What follows belongs to an exercise in optimizing a design on an open flow for small area, a short achievable clock period and few clock cycles; a production flow would make more cautious choices.
Function was checked by simulation only, so behaviour that the tests miss may differ from the original. The clock port is modelled as an ideal driver; clocking choices that lean on that would not hold on a real chip.

== the baseline ==
// sys_user_stream_top
module sys_user_stream_top
(
  input  logic     clk_i,
  input  logic     rst_n,
  input  logic     strm_en_i,
  input  strm_pkg::addr_t    dma_src_addr_i,
  input  strm_pkg::len_t     dma_len_i,
  output logic     dma_done_o,
  input  logic     dma_done_ack_i,
  output logic     dma_rd_req_o,
  output strm_pkg::addr_t    dma_rd_req_addr_o,
  output strm_pkg::req_len_t dma_rd_req_len_o,
  output strm_pkg::tag_t     dma_tag_o,
  input  logic     dma_req_ack_i,
  input  logic     dma_data_valid_i,
  input  strm_pkg::tag_t     dma_tag_i,
  input  strm_pkg::data_t    dma_data_i,
  output logic     stream_valid_o,
  input  logic     stream_ready_i,
  output strm_pkg::data_t    stream_data_o
);
Size in the first run: ~3,300 cells after synthesis, roughly 2,200 flip-flops, about 390 I/O pins, about 73,000 µm² of cells after synthesis.
clock: 5.5 ns
lec_check: 0
cap_margin: 20
core_margin: 2
core_utilization: 55
setup_slack_margin: 3.0
slew_margin: 20
tns_end_percent: 5
standard.sh (not shown) runs the stock make flow with config.mk's settings and CLKGATE_MAP_FILE= SYNTH_SCRIPT=/design/flow/synth_recipe.tcl, a recipe that flattens the netlist after the stock synthesis.
==> flow/flow/run.sh <==
#!/bin/bash
# Layout flow: the standard ORFS flow (standard.sh), with
#  - port buffers made of buf_2 cells instead of the slow delay-buffer cell
#    buffer_ports picks by default (every port still gets its buffer);
#  - clock tree synthesis without dummy loads and with larger sink clusters.
# Each step's full log is in orfs/logs/; make's own output goes to flow_make.log.
set -euo pipefail
export BUFFER_PORTS_ARGS="-buffer_cell sky130_fd_sc_hd__buf_2"
export CTS_ARGS="-sink_clustering_enable -repair_clock_nets -dont_use_dummy_load -sink_clustering_size 30 -sink_clustering_max_diameter 100"
bash standard.sh finish > flow_make.log 2>&1
Testbench counts of the baseline, summed over its fixed seeds: cycles 33,182.
Input-level comparison between the candidate and the baseline:
--- a/flow/design.v
+++ b/flow/design.v
@@ -51,23 +51,22 @@
   logic          fl_one;      
   logic [3:0]    tail;        
   logic          tagb;        
   logic [4:0]    len_b;       
   logic [4:0]    out;         
   logic          out0;        
   logic          out1;        
   logic [NS-1:0] th;
   logic [NS-1:0] th_n;
   logic [2:0]    tf;          
   logic [2:0]    tf_n;
-  logic          tf_ok;       
   strm_pkg::data_t stg [NS];
   logic [NS-1:0] v;           
   logic [NS-1:0] full_up;     
   logic [NS-1:0] low_empty;   
   logic [NS-1:0] le_n;
   logic          start;
   logic          acc;
   logic          hit;
   logic          take;
   logic [4:0]    nlen;
   logic          fl_nz_n;
@@ -164,23 +163,23 @@
     end
     else
     begin
       v         <= pn[NS-1:0];
       full_up   <= pn[2*NS-1:NS];
       low_empty <= le_n;
     end
   end
   assign arm = pend && !dma_rd_req_o;
   always_comb
   begin
-    if (fl_nz || !tf_ok)
+    if (fl_nz)
       present = arm && out0 && !hit && (!th[0] || (take && !th[1]));
     else
       case ({hit, take})
         2'b10:   present = arm && (out0 || out1) && tf[2];
         2'b01:   present = arm && out0 && tf[0];
         2'b11:   present = arm && (out0 || out1) && tf[1];
         default: present = arm && out0 && tf[1];
       endcase
   end
   always_ff @(posedge clk_i)
   begin
@@ -270,33 +269,35 @@
       begin
         if (16 - tv - d >= NS)
           f = 1'b1;
         else if (16 - tv - d < 0)
           f = 1'b0;
         else
           f = !t[16 - tv - d];
       end
     fits = f;
   endfunction
   logic [NS-1:0] th00, th01, th10;
+  logic [3:0]    tail_n;
   logic [2:0]    tf00, tf01, tf10;
+  assign tail_n = idle ? dma_len_i[7:4] : tail;    
   always_comb
   begin
     th00 = th;
     th01 = th_move(th, 1'b0, 1'b1);
     th10 = th_move(th, 1'b1, 1'b0);
     for (int k = 0; k < 3; k++)
     begin
-      tf00[k] = fits(th00, tail, k - 1);
-      tf01[k] = fits(th01, tail, k - 1);
-      tf10[k] = fits(th10, tail, k - 1);
+      tf00[k] = fits(th00, tail_n, k - 1);
+      tf01[k] = fits(th01, tail_n, k - 1);
+      tf10[k] = fits(th10, tail_n, k - 1);
     end
     case ({hit, take})
       2'b01:
       begin
         th_n = th01;
         tf_n = tf01;
       end
       2'b10:
       begin
         th_n = th10;
         tf_n = tf10;
@@ -304,24 +305,22 @@
       default:
       begin
         th_n = th00;
         tf_n = tf00;
       end
     endcase
   end
   always_ff @(posedge clk_i)
   begin
     if (!rst_n)
     begin
-      th    <= '0;
-      tf    <= '0;
-      tf_ok <= 1'b0;
+      th <= '0;
+      tf <= '0;
     end
     else
     begin
-      th    <= th_n;
-      tf    <= tf_n;
-      tf_ok <= !start;
+      th <= th_n;
+      tf <= tf_n;
     end
   end
 endmodule
 `default_nettype wire
Results
No stage failed in the candidate, and the final checks on the layout all came back clean.
Re multi-input logic area: the candidate and the baseline aren't equal, and the lower value belongs to the baseline.
Area inside the core boundary is higher on the candidate
Taking the baseline as the reference, in the candidate post-synthesis compound-gate area fraction ~0 delta; synthesis-to-finish area growth ~0 delta; post-cts resize count -9; total global routing track utilization +0.21 points.
Testbench counts of the candidate, summed over its fixed seeds: cycles 32,940.

---

## old
The RTL this note starts from:
==> flow/design.v <==
`default_nettype none
package strm_pkg;
  typedef logic [128-1:0] data_t;
  typedef logic [32-1:0] addr_t;
  typedef logic [32-1:0]  len_t;
  typedef logic [8-1:0]  tag_t;
  typedef logic [$clog2(256):0]                  req_len_t;   
  typedef logic [32-$clog2(16)-1:0]     beat_cnt_t;  
  typedef logic [$clog2(16)-1:0]                chunk_cnt_t;  
  typedef enum logic [2:0] {
    IDLE,
    REQ_A,
    WAIT_A_ACK,
    REQ_B,
    WAIT_B_ACK,
    WAIT_DONE,
    DRAIN
  } seq_state_t;
endpackage
`default_nettype wire
`timescale 1ns/100ps
`default_nettype none
module sys_user_stream_top
(
  input  logic     clk_i,
  input  logic     rst_n,
  input  logic     strm_en_i,
  input  strm_pkg::addr_t    dma_src_addr_i,
  input  strm_pkg::len_t     dma_len_i,
  output logic     dma_done_o,
  input  logic     dma_done_ack_i,
  output logic     dma_rd_req_o,
  output strm_pkg::addr_t    dma_rd_req_addr_o,
  output strm_pkg::req_len_t dma_rd_req_len_o,
  output strm_pkg::tag_t     dma_tag_o,
  input  logic     dma_req_ack_i,
  input  logic     dma_data_valid_i,
  input  strm_pkg::tag_t     dma_tag_i,
  input  strm_pkg::data_t    dma_data_i,
  output logic     stream_valid_o,
  input  logic     stream_ready_i,
  output strm_pkg::data_t    stream_data_o
);
  localparam int NS = 16;         
  localparam logic [NS-1:0] INJ = 16'hC101;     
  logic          act;         
  logic          idle;        
  logic          pend;        
  logic [12:0]   full_left;   
  logic          fl_nz;       
  logic          fl_one;      
  logic [3:0]    tail;        
  logic          tagb;        
  logic [4:0]    len_b;       
  logic [4:0]    out;         
  logic          out0;        
  logic          out1;        
  logic [NS-1:0] th;
  logic [NS-1:0] th_n;
  logic [2:0]    tf;          
  logic [2:0]    tf_n;
  strm_pkg::data_t stg [NS];
  logic [NS-1:0] v;           
  logic [NS-1:0] full_up;     
  logic [NS-1:0] low_empty;   
  logic [NS-1:0] le_n;
  logic          start;
  logic          acc;
  logic          hit;
  logic          take;
  logic [4:0]    nlen;
  logic          fl_nz_n;
  logic          present;
  logic          out_free;
  logic          arm;
  assign start    = strm_en_i && idle;
  assign acc      = dma_rd_req_o && dma_req_ack_i;
  assign hit      = dma_data_valid_i && (dma_tag_i[7:2] == '0) && (dma_tag_i[1] != dma_tag_i[0]);
  assign take     = stream_valid_o && stream_ready_i;
  assign out_free = out0 || (out1 && hit);
  assign nlen     = fl_nz ? 5'd16 : {1'b0, tail};
  assign fl_nz_n  = fl_nz && !fl_one;               
  assign dma_rd_req_len_o = {len_b, 4'b0};
  assign dma_tag_o        = {6'b0, tagb, !tagb};
  assign stream_valid_o   = v[NS-1];
  assign stream_data_o    = stg[NS-1];
  function automatic logic [NS-1:0] adv_of(input logic [NS-1:0] vv, input logic [NS-1:0] fu,
                                           input logic r);
    logic [NS-1:0] a;
    for (int i = 0; i < NS-1; i++)
      a[i] = vv[i] && !(fu[i+1] && !r);
    a[NS-1] = vv[NS-1] && r;
    adv_of = a;
  endfunction
  function automatic logic [NS-1:0] sel_of(input logic [NS-1:0] vv, input logic [NS-1:0] le,
                                           input logic [NS-1:0] a);
    logic [NS-1:0] s;
    s = '0;
    for (int i = 0; i < NS; i++)
      if (INJ[i] && le[i] && (!vv[i] || a[i]))
        s = NS'(1) << i;
    sel_of = s;
  endfunction
  function automatic logic [2*NS-1:0] pipe_of(input logic [NS-1:0] vv, input logic [NS-1:0] fu,
                                              input logic [NS-1:0] le, input logic h,
                                              input logic r);
    logic [NS-1:0] a;
    logic [NS-1:0] s;
    logic [NS-1:0] vn;
    logic [NS-1:0] fn;
    a = adv_of(vv, fu, r);
    s = sel_of(vv, le, a);
    for (int i = 0; i < NS; i++)
      vn[i] = (fu[i] && !r) || (h && s[i]) || (i > 0 && a[i > 0 ? i-1 : 0]);
    fn[NS-1] = vn[NS-1];
    for (int i = NS-2; i >= 0; i--)
      fn[i] = vn[i] && fn[i+1];
    pipe_of = {fn, vn};
  endfunction
  logic [NS-1:0] adv0, adv1, sel0, sel1, en;
  logic [2*NS-1:0] pn00, pn01, pn10, pn11, pn;
  always_comb
  begin
    adv0 = adv_of(v, full_up, 1'b0);
    adv1 = adv_of(v, full_up, 1'b1);
    sel0 = sel_of(v, low_empty, adv0);
    sel1 = sel_of(v, low_empty, adv1);
    for (int i = 0; i < NS; i++)
      if (stream_ready_i)
        en[i] = sel1[i] || (i > 0 && adv1[i > 0 ? i-1 : 0]);
      else
        en[i] = sel0[i] || (i > 0 && adv0[i > 0 ? i-1 : 0]);
    pn00 = pipe_of(v, full_up, low_empty, 1'b0, 1'b0);
    pn01 = pipe_of(v, full_up, low_empty, 1'b0, 1'b1);
    pn10 = pipe_of(v, full_up, low_empty, 1'b1, 1'b0);
    pn11 = pipe_of(v, full_up, low_empty, 1'b1, 1'b1);
    case ({hit, stream_ready_i})
      2'b00:   pn = pn00;
      2'b01:   pn = pn01;
      2'b10:   pn = pn10;
      default: pn = pn11;
    endcase
  end
  always_ff @(posedge clk_i)
  begin
    for (int i = 0; i < NS; i++)
      if (en[i])
        stg[i] <= (i == 0 || (INJ[i] && low_empty[i])) ? dma_data_i : stg[i > 0 ? i-1 : 0];
  end
  always_comb
  begin
    le_n[0] = 1'b1;
    for (int i = 1; i < NS; i++)
      le_n[i] = le_n[i-1] && !pn[i-1];
  end
  always_ff @(posedge clk_i)
  begin
    if (!rst_n)
    begin
      v         <= '0;
      full_up   <= '0;
      low_empty <= '1;
    end
    else
    begin
      v         <= pn[NS-1:0];
      full_up   <= pn[2*NS-1:NS];
      low_empty <= le_n;
    end
  end
  assign arm = pend && !dma_rd_req_o;
  always_comb
  begin
    if (fl_nz)
      present = arm && out0 && !hit && (!th[0] || (take && !th[1]));
    else
      case ({hit, take})
        2'b10:   present = arm && (out0 || out1) && tf[2];
        2'b01:   present = arm && out0 && tf[0];
        2'b11:   present = arm && (out0 || out1) && tf[1];
        default: present = arm && out0 && tf[1];
      endcase
  end
  always_ff @(posedge clk_i)
  begin
    if (!rst_n)
    begin
      act          <= 1'b0;
      idle         <= 1'b1;
      pend         <= 1'b0;
      dma_done_o   <= 1'b0;
      dma_rd_req_o <= 1'b0;
      out          <= '0;
      out0         <= 1'b1;
      out1         <= 1'b0;
    end
    else
    begin
      if (!dma_rd_req_o)
        len_b <= nlen;
      dma_rd_req_o <= present || (dma_rd_req_o && !acc);
      if (start)
      begin
        dma_rd_req_addr_o <= dma_src_addr_i;
        act               <= (dma_len_i[20:4] != '0);
        idle              <= 1'b0;
        pend              <= (dma_len_i[20:4] != '0);
        dma_done_o        <= (dma_len_i[20:4] == '0);   
        tagb              <= 1'b0;                      
        full_left         <= dma_len_i[20:8];
        fl_nz             <= (dma_len_i[20:8] != '0);
        fl_one            <= (dma_len_i[20:8] == 13'd1);
        tail              <= dma_len_i[7:4];
      end
      else if (acc)
      begin
        dma_rd_req_addr_o[31:8] <= dma_rd_req_addr_o[31:8] + 24'd1;
        tagb <= !tagb;
        if (fl_nz)
        begin
          full_left <= full_left - 13'd1;
          fl_nz     <= fl_nz_n;
          fl_one    <= (full_left == 13'd2);
          pend      <= fl_nz_n || (tail != '0);
        end
        else
          pend      <= 1'b0;
      end
      if (acc)
      begin
        out  <= len_b;
        out0 <= 1'b0;
        out1 <= (len_b == 5'd1);
      end
      else if (hit)
      begin
        out  <= out - 5'd1;
        out0 <= out1;
        out1 <= (out == 5'd2);
      end
      if (act && !pend && !dma_rd_req_o && out_free)
      begin
        act        <= 1'b0;
        dma_done_o <= 1'b1;
      end
      if (dma_done_o && !strm_en_i && dma_done_ack_i)
      begin
        dma_done_o <= 1'b0;
        idle       <= 1'b1;
      end
    end
  end
  function automatic logic [NS-1:0] th_move(input logic [NS-1:0] t, input logic up,
                                            input logic down);
    logic [NS-1:0] r;
    if (up && !down)
      r = {t[NS-2:0], 1'b1};
    else if (down && !up)
      r = {1'b0, t[NS-1:1]};
    else
      r = t;
    th_move = r;
  endfunction
  function automatic logic fits(input logic [NS-1:0] t, input logic [3:0] tl, input int d);
    logic f;
    f = 1'b0;
    for (int tv = 0; tv < 16; tv++)
      if (tl == 4'(tv))
      begin
        if (16 - tv - d >= NS)
          f = 1'b1;
        else if (16 - tv - d < 0)
          f = 1'b0;
        else
          f = !t[16 - tv - d];
      end
    fits = f;
  endfunction
  logic [NS-1:0] th00, th01, th10;
  logic [3:0]    tail_n;
  logic [2:0]    tf00, tf01, tf10;
  assign tail_n = start ? dma_len_i[7:4] : tail;
  always_comb
  begin
    th00 = th;
    th01 = th_move(th, 1'b0, 1'b1);
    th10 = th_move(th, 1'b1, 1'b0);
    for (int k = 0; k < 3; k++)
    begin
      tf00[k] = fits(th00, tail_n, k - 1);
      tf01[k] = fits(th01, tail_n, k - 1);
      tf10[k] = fits(th10, tail_n, k - 1);
    end
    case ({hit, take})
      2'b01:
      begin
        th_n = th01;
        tf_n = tf01;
      end
      2'b10:
      begin
        th_n = th10;
        tf_n = tf10;
      end
      default:
      begin
        th_n = th00;
        tf_n = tf00;
      end
    endcase
  end
  always_ff @(posedge clk_i)
  begin
    if (!rst_n)
    begin
      th <= '0;
      tf <= '0;
    end
    else
    begin
      th <= th_n;
      tf <= tf_n;
    end
  end
endmodule
`default_nettype wire
Settings: LEC_CHECK=0, CAP_MARGIN=20, CORE_MARGIN=2, CORE_UTILIZATION=55, SETUP_SLACK_MARGIN=3.0, SLEW_MARGIN=20, TNS_END_PERCENT=5; clock period 5.5 ns.
Scripts as last shown in full above: flow/flow/run.sh
Testbench counts of old, summed over its fixed seeds: cycles 32,940.
Edits applied to the flow inputs when going from old to new:
--- a/flow/design.v
+++ b/flow/design.v
@@ -44,7 +44,6 @@
   localparam int NS = 16;         
   localparam logic [NS-1:0] INJ = 16'hC101;     
   logic          act;         
-  logic          idle;        
   logic          pend;        
   logic [12:0]   full_left;   
   logic          fl_nz;       
@@ -73,7 +72,7 @@
   logic          present;
   logic          out_free;
   logic          arm;
-  assign start    = strm_en_i && idle;
+  assign start    = strm_en_i && !act && !dma_done_o;
   assign acc      = dma_rd_req_o && dma_req_ack_i;
   assign hit      = dma_data_valid_i && (dma_tag_i[7:2] == '0) && (dma_tag_i[1] != dma_tag_i[0]);
   assign take     = stream_valid_o && stream_ready_i;
@@ -186,7 +185,6 @@
     if (!rst_n)
     begin
       act          <= 1'b0;
-      idle         <= 1'b1;
       pend         <= 1'b0;
       dma_done_o   <= 1'b0;
       dma_rd_req_o <= 1'b0;
@@ -203,7 +201,6 @@
       begin
         dma_rd_req_addr_o <= dma_src_addr_i;
         act               <= (dma_len_i[20:4] != '0);
-        idle              <= 1'b0;
         pend              <= (dma_len_i[20:4] != '0);
         dma_done_o        <= (dma_len_i[20:4] == '0);   
         tagb              <= 1'b0;                      
@@ -244,10 +241,7 @@
         dma_done_o <= 1'b1;
       end
       if (dma_done_o && !strm_en_i && dma_done_ack_i)
-      begin
         dma_done_o <= 1'b0;
-        idle       <= 1'b1;
-      end
     end
   end
   function automatic logic [NS-1:0] th_move(input logic [NS-1:0] t, input logic up,
--- outcome ---
Looking at worst setup path endpoint, the dma_done_o result is from new; the stg[0][102] one comes from old.
new: wire length about 0.8% above old
old was carried through to the last stage, and its layout satisfied the timing, DRC and antenna checks.
new finished all stages; the layout is clean.
Delta (new minus old): fraction of area in registers has decreased; die area saw little to no change; first-pass GRT wire length shows no meaningful change.
Utilization old -> new: down
Testbench counts of new, summed over its fixed seeds: cycles 32,940.

[separate check: timing with driven ports]
The results above use ideal ports. As a check the final layouts listed here were re-extracted and re-timed, cells and wires unchanged.
Step 1 assumes that a clkbuf_16 drives the clock port and a buf_2 every other input.
Step 2 also shifts input and output timing later by t, the mid clock arrival at the registers, as if the neighbouring blocks saw the same clock.
a / b / c = ideal ports / drivers / drivers and shift; a / b = the first two.
run	t, ns	slack for setup (ns)	hold slack, ns	slew at the worst register clock pin (ns)	worst slew at a driven data input, ns
the baseline	0.738	2.423 / 2.465 / 1.726	0.379 / 0.379 / 0.379	0.12 / 0.12	0.10
the candidate	0.737	2.907 / 2.889 / 2.210	0.398 / 0.398 / 0.398	0.12 / 0.12	0.15
old	0.758	2.902 / 2.881 / 2.144	0.373 / 0.373 / 0.373	0.12 / 0.12	0.12
new	0.744	2.969 / 2.890 / 2.302	0.407 / 0.407 / 0.407	0.12 / 0.12	0.12
After both steps every run listed still meets setup and hold. The setup slack of old, which loses most, moves by -0.021 ns with the drivers and by -0.758 ns with both steps.
